This design comes from an exercise in tuning for small area on the open sky130 flow, not from production work. In this exercise RTL edits were held to simulation tests only and were not proved equivalent to the original.

## regfile_mp_sb
module regfile_mp_sb
#(
  parameter int DATA_W   = regfile_pkg::DATA_W_DEF,
  parameter int NUM_REGS = regfile_pkg::NUM_REGS_DEF,
  parameter int ZERO_REG = 1,
  parameter int BYPASS   = 1,
  localparam int ADDR_W  = $clog2(NUM_REGS)
) (
  input  logic              Clk,
  input  logic              Rst_n,
  input  logic [ADDR_W-1:0] RA,
  input  logic [ADDR_W-1:0] RB,
  output logic [DATA_W-1:0] BusA,
  output logic [DATA_W-1:0] BusB,
  input  logic [ADDR_W-1:0] RW0,
  input  logic [DATA_W-1:0] BusW0,
  input  logic              RegWr0,
  input  logic [ADDR_W-1:0] RW1,
  input  logic [DATA_W-1:0] BusW1,
  input  logic              RegWr1,
  input  logic [ADDR_W-1:0] IssueRd,
  input  logic              IssueVld,
  output logic              IssueStall,
  output logic              BusyA,
  output logic              BusyB,
  output logic [ADDR_W:0]   PendCount
);
Size in the first run: about 6500 cells after synthesis, ~1100 flip-flops, about 170 I/O pins, ~53000 um^2 of cells after synthesis.
==> flow/config.mk <==
export PLATFORM = sky130hd
export DESIGN_NAME = regfile_mp_sb
export DESIGN_NICKNAME = regfile_mp_sb
export VERILOG_FILES = /design/flow/design.v
export SDC_FILE = /design/flow/constraint.sdc
export NUM_CORES = 4
export LEC_CHECK = 0
export CAP_MARGIN = 10
export CELL_PAD_IN_SITES_DETAIL_PLACEMENT = 1
export CELL_PAD_IN_SITES_GLOBAL_PLACEMENT = 2
export CORE_MARGIN = 2
export CORE_UTILIZATION = 40
export SLEW_MARGIN = 10
export SYNTH_HIERARCHICAL = 1
export SYNTH_MINIMUM_KEEP_SIZE = 0
==> flow/constraint.sdc <==
create_clock -name core_clock -period 9.0 [get_ports {Clk}]
set_input_delay 1.8000 -clock core_clock [delete_from_list [all_inputs] [get_ports {Clk}]]
set_output_delay 1.8000 -clock core_clock [all_outputs]
set_load 0.01 [all_outputs]
standard.sh (not shown) runs the stock make flow with config.mk's settings and CLKGATE_MAP_FILE= SYNTH_SCRIPT=/design/flow/synth_recipe.tcl, a recipe that flattens the netlist after the stock synthesis.
==> flow/flow/run.sh <==
#!/bin/bash
# The standard layout (the standard.sh) with three changes:
# * a222oi_1 is not used (added to DONT_USE_CELLS): its six inputs sit in one
#   row of li1 pins, and the detailed router cannot reach them cleanly when
#   the cell is used by the thousand;
# * clock tree synthesis without dummy loads and with sink clusters of up to 20 flip-flops,
#   so the clock tree uses fewer and no unloaded buffers;
# * the port buffers are the platform's smallest buffer (buf_1) rather than
#   the delay buffer buffer_ports picks by default.
# Make's full output goes to flow_make.log in this folder; ORFS's per-step
# logs stay under orfs/logs/.
set -euo pipefail
DU="sky130_fd_sc_hd__probe_p_8 sky130_fd_sc_hd__probec_p_8 sky130_fd_sc_hd__lpflow_bleeder_1 sky130_fd_sc_hd__lpflow_clkbufkapwr_1 sky130_fd_sc_hd__lpflow_clkbufkapwr_16 sky130_fd_sc_hd__lpflow_clkbufkapwr_2 sky130_fd_sc_hd__lpflow_clkbufkapwr_4 sky130_fd_sc_hd__lpflow_clkbufkapwr_8 sky130_fd_sc_hd__lpflow_clkinvkapwr_1 sky130_fd_sc_hd__lpflow_clkinvkapwr_16 sky130_fd_sc_hd__lpflow_clkinvkapwr_2 sky130_fd_sc_hd__lpflow_clkinvkapwr_4 sky130_fd_sc_hd__lpflow_clkinvkapwr_8 sky130_fd_sc_hd__lpflow_decapkapwr_12 sky130_fd_sc_hd__lpflow_decapkapwr_3 sky130_fd_sc_hd__lpflow_decapkapwr_4 sky130_fd_sc_hd__lpflow_decapkapwr_6 sky130_fd_sc_hd__lpflow_decapkapwr_8 sky130_fd_sc_hd__lpflow_inputiso0n_1 sky130_fd_sc_hd__lpflow_inputiso0p_1 sky130_fd_sc_hd__lpflow_inputiso1n_1 sky130_fd_sc_hd__lpflow_inputiso1p_1 sky130_fd_sc_hd__lpflow_inputisolatch_1 sky130_fd_sc_hd__lpflow_isobufsrc_1 sky130_fd_sc_hd__lpflow_isobufsrc_16 sky130_fd_sc_hd__lpflow_isobufsrc_2 sky130_fd_sc_hd__lpflow_isobufsrc_4 sky130_fd_sc_hd__lpflow_isobufsrc_8 sky130_fd_sc_hd__lpflow_isobufsrckapwr_16 sky130_fd_sc_hd__lpflow_lsbuf_lh_hl_isowell_tap_1 sky130_fd_sc_hd__lpflow_lsbuf_lh_hl_isowell_tap_2 sky130_fd_sc_hd__lpflow_lsbuf_lh_hl_isowell_tap_4 sky130_fd_sc_hd__lpflow_lsbuf_lh_isowell_4 sky130_fd_sc_hd__lpflow_lsbuf_lh_isowell_tap_1 sky130_fd_sc_hd__lpflow_lsbuf_lh_isowell_tap_2 sky130_fd_sc_hd__lpflow_lsbuf_lh_isowell_tap_4  sky130_fd_sc_hd__a222oi_1"
CTS="-sink_clustering_enable -repair_clock_nets -dont_use_dummy_load"
CTS="$CTS -sink_clustering_size 20 -sink_clustering_max_diameter 120"
CTS="$CTS -buf_list {sky130_fd_sc_hd__clkbuf_16}"
bash standard.sh "DONT_USE_CELLS=$DU" "CTS_ARGS=$CTS" "BUFFER_PORTS_ARGS=-buffer_cell sky130_fd_sc_hd__buf_1" finish > flow_make.log 2>&1
Next try:
--- a/flow/flow/run.sh
+++ b/flow/flow/run.sh
@@ -14,3 +14,3 @@
 CTS="-sink_clustering_enable -repair_clock_nets -dont_use_dummy_load"
-CTS="$CTS -sink_clustering_size 20 -sink_clustering_max_diameter 120"
+CTS="$CTS -sink_clustering_size 20"
 CTS="$CTS -buf_list {sky130_fd_sc_hd__clkbuf_16}"
Settings changed: CAP_MARGIN 10 to 20, SLEW_MARGIN 10 to 20.
Outcome: Count of clock-buffer cells in the layout grows by 71. Clock skew rose by 0.0036 ns. Setup slack is better by 0.071 ns. Design area rises by a few percent. Wire length is higher slightly. Critical path depth decreases by 2. First-iteration DRC count fell by a few percent. Final cell count climbs slightly. Global-route usage increases by 0.45 points. Worst hold slack barely changes.

==> re-timing with driven ports <==
In the flow no input, the clock included, has a driving cell. The finished layouts below were timed again as built, in two steps.
Step 1 sets driving cells, clkbuf_16 on the clock port and buf_2 on the other inputs (assumed; they add their load-dependent delay and slew).
Step 2 moves the port delays by t, midway between the first and last clock arrival at a register: inputs arrive t later, outputs are due t later. That takes back most of the time a late clock gives input paths.
a / b / c = ideal / step 1 / step 2; a / b = the first two.
| run | shift t [ns] | slack for setup (ns) | worst setup path at the end |
|---|---|---|---|
| the first run | 0.801 | 0.599 / 0.539 / 0.539 | input to output |
| the second run | 0.831 | 0.669 / 0.607 / 0.607 | input to output |
After both steps setup and hold are still met in every run listed. For the second run, which loses most, drivers alone change the setup slack by -0.062 ns; drivers and shift together by -0.062 ns.
